This design comes from an exercise in tuning for small area, a short achievable clock period and few clock cycles per item on the open sky130 flow, not from production work.
In this exercise RTL edits were held to simulation tests only and were not proved equivalent to the original.

## bresenham_line_rasterizer
module bresenham_line_rasterizer #(
   parameter int COORD_BITS  = brl_pkg::COORD_BITS_DEFAULT,
   parameter int QUEUE_DEPTH = brl_pkg::QUEUE_DEPTH_DEFAULT
) (
   input  logic                                           clock,
   input  logic                                           reset,
   input  logic                                           req_tvalid,
   output logic                                           req_tready,
   input  logic [brl_pkg::req_data_bits(COORD_BITS)-1:0]  req_tdata,
   input  logic                                           req_tuser,
   output logic                                           rsp_tvalid,
   input  logic                                           rsp_tready,
   output logic [brl_pkg::rsp_data_bits(COORD_BITS)-1:0]  rsp_tdata,
   output logic                                           rsp_tlast,
   input  logic                                           csr_psel,
   input  logic                                           csr_penable,
   input  logic                                           csr_pwrite,
   input  logic [brl_pkg::CFG_ADDR_BITS-1:0]              csr_paddr,
   input  logic [brl_pkg::CFG_DATA_BITS-1:0]              csr_pwdata,
   output logic [brl_pkg::CFG_DATA_BITS-1:0]              csr_prdata,
   output logic                                           csr_pready
);
   localparam int DB = brl_pkg::CFG_DATA_BITS;
   brl_pkg::cfg_type       cfg_ff, cfg_in;
   brl_pkg::reg_index_type csr_index;
   logic                   csr_write;
   logic [brl_pkg::STRIDE_BITS+1:0] stride3_ff;
   assign csr_pready = 1'b1;
   assign csr_index  = brl_pkg::reg_index_type'(csr_paddr[brl_pkg::CFG_ADDR_BITS-1:2]);
   assign csr_write  = csr_psel && csr_penable && csr_pwrite && csr_pready;
   always_comb begin
      cfg_in = cfg_ff;
      if (csr_write) begin
         case (csr_index)
  ...
clock: 7.5 ns
lec_check: 0
cap_margin: 20
core_margin: 2
core_utilization: 55
setup_slack_margin: 3.6
slew_margin: 20
tns_end_percent: 0
run.sh (not shown) runs the stock make flow with config.mk's settings and CLKGATE_MAP_FILE= SYNTH_SCRIPT=/design/flow/synth_recipe.tcl, a recipe that flattens the netlist after the stock synthesis.
Testbench counts at the start, summed over its fixed seeds: cycles 25,957, pixels 21,307.
Change:
--- a/flow/design.v
+++ b/flow/design.v
@@ -492,13 +492,12 @@
    localparam int AB = brl_pkg::ADDR_BITS;
    localparam int WB = brl_pkg::WORD_BITS;
    localparam int HB = brl_pkg::HALF_BITS;
    localparam int CB = brl_pkg::CHAN_BITS;
    localparam int RSP_BITS = brl_pkg::rsp_data_bits(COORD_BITS);
    logic active_ff;      
-   logic last_ff;        
    logic out_valid_ff;   
    logic setup1_ff;      
    logic setup2_ff;      
    logic setup3_ff;      
    logic                           steep_ff, down_ff;
    logic [C-1:0]                   px_ff, py_ff, rem_ff, dmin_ff;
@@ -555,13 +554,13 @@
    logic [WB-1:0]   word;
    assign deliver    = out_valid_ff && rsp_tready;
    assign req_tready = !setup1_ff && !setup2_ff && (!out_valid_ff || rsp_tready);
    assign accept     = req_tvalid && req_tready;
    assign load       = accept && brl_pkg::item_kind_type'(req_tuser) == brl_pkg::KIND_LOAD;
    assign step       = accept && brl_pkg::item_kind_type'(req_tuser) == brl_pkg::KIND_STEP;
-   assign open_now   = deliver ? !last_ff : active_ff;
+   assign open_now   = deliver ? rem_ff != C'(1) : active_ff;
    assign cond       = !g_ff[C] && !setup2_ff;
    always_comb begin
       ys_sum = (C+1)'(py_ff) + (C+1)'(cfg.y_offset);
       ye_sum = (C+1)'(dmin_ff) + (C+1)'(cfg.y_offset);
       y_sum  = (ye_sum & {(C+1){f_swap}}) | (ys_sum & {(C+1){!f_swap}});
       case (cfg.pixel_mode)
@@ -631,13 +630,13 @@
          if (load) begin
             active_ff    <= 1'b0;
             out_valid_ff <= 1'b0;
          end else if (setup1_ff) begin
             active_ff    <= f_dmaj != '0;
          end else begin
-            if (deliver) active_ff <= !last_ff;
+            if (deliver) active_ff <= rem_ff != C'(1);
             if (step) out_valid_ff <= open_now;
             else if (deliver) out_valid_ff <= 1'b0;
          end
       end
    end
    always_ff @(posedge clock) begin
@@ -648,15 +647,13 @@
          dmin_ff  <= f_ye;
          dq_ff    <= {1'b0, f_adx};
          g_ff     <= {1'b0, f_ady};
          steep_ff <= f_xn;
          down_ff  <= f_yn;
          color_ff <= f_color;
-         last_ff  <= 1'b0;
       end else if (setup1_ff) begin
-         last_ff  <= f_steep ? g_ff[C-1:0] == C'(1) : dq_ff[C-1:0] == C'(1);
          steep_ff <= f_steep;
          down_ff  <= f_down;
          px_ff    <= f_px;
          py_ff    <= f_py;
          rem_ff   <= f_dmaj;
          dmin_ff  <= f_dmin;
@@ -670,13 +667,12 @@
          addr_ff  <= addr_step;
       end else if (deliver) begin
          px_ff    <= px_ff + px_delta;
          py_ff    <= py_ff + py_delta;
          g_ff     <= g_next;
          rem_ff   <= rem_ff - C'(1);
-         last_ff  <= rem_ff == C'(2);
          addr_ff  <= addr_step;
       end
    end
    always_comb begin
       red   = color_ff[3*CB-1:2*CB];
       green = color_ff[2*CB-1:CB];
@@ -686,13 +682,13 @@
       case (cfg.pixel_mode)
          brl_pkg::MODE_RGB565: word = WB'(word565);
          default:              word = WB'(color_ff);
       endcase
    end
    assign rsp_tvalid = out_valid_ff;
-   assign rsp_tlast  = last_ff;
+   assign rsp_tlast  = rem_ff == C'(1);
    assign rsp_tdata  = RSP_BITS'({word, addr_ff, py_ff, px_ff});
 endmodule
 module bresenham_line_rasterizer #(
    parameter int COORD_BITS  = brl_pkg::COORD_BITS_DEFAULT,
    parameter int QUEUE_DEPTH = brl_pkg::QUEUE_DEPTH_DEFAULT
 ) (
Worst hold slack is worse by 0.0089 ns; routed wire length is higher by 4.0%; via count is higher by 1.2%; register-to-register slack is better by 0.19 ns; cell area is higher by 2.7%; first-iteration DRC count is higher by 30%; setup slack is better by 0.18 ns; synthesized area is lower by 0.57%; final cell count is higher by 0.91%.
Testbench counts after the change, summed over its fixed seeds: cycles 25,957, pixels 21,307.

==> separate check: timing with driven ports <==
The results above use ideal ports. As a check the final layouts listed here were re-extracted and re-timed, cells and wires unchanged.
Step 1 sets driving cells, clkbuf_16 on the clock port and buf_2 on the other inputs (assumed; they add their load-dependent delay and slew).
Step 2 adds t to the input delays and takes it off the output delays; t is the mean of the earliest and latest rising clock arrival at the registers after step 1. Input paths then give back, and output paths get back, about the clock's delay inside the block.
Slacks: no drivers / after step 1 / after step 2; pairs: no drivers / after step 1.
| run | t, ns | setup slack, ns | worst setup path after step 2 | worst slew at a driven data input, ns | pins driven straight from the clock port |
|---|---|---|---|---|---|
| the first run | 0.629 | 2.940 / 2.946 / 2.337 | input to register | 0.06 | 1 |
| the second run | 0.649 | 3.125 / 3.065 / 2.526 | input to register | 0.06 | 1 |
After both steps setup and hold are still met in every run listed. The setup slack of the first run, which loses most, moves by +0.006 ns with the drivers and by -0.603 ns with both steps.
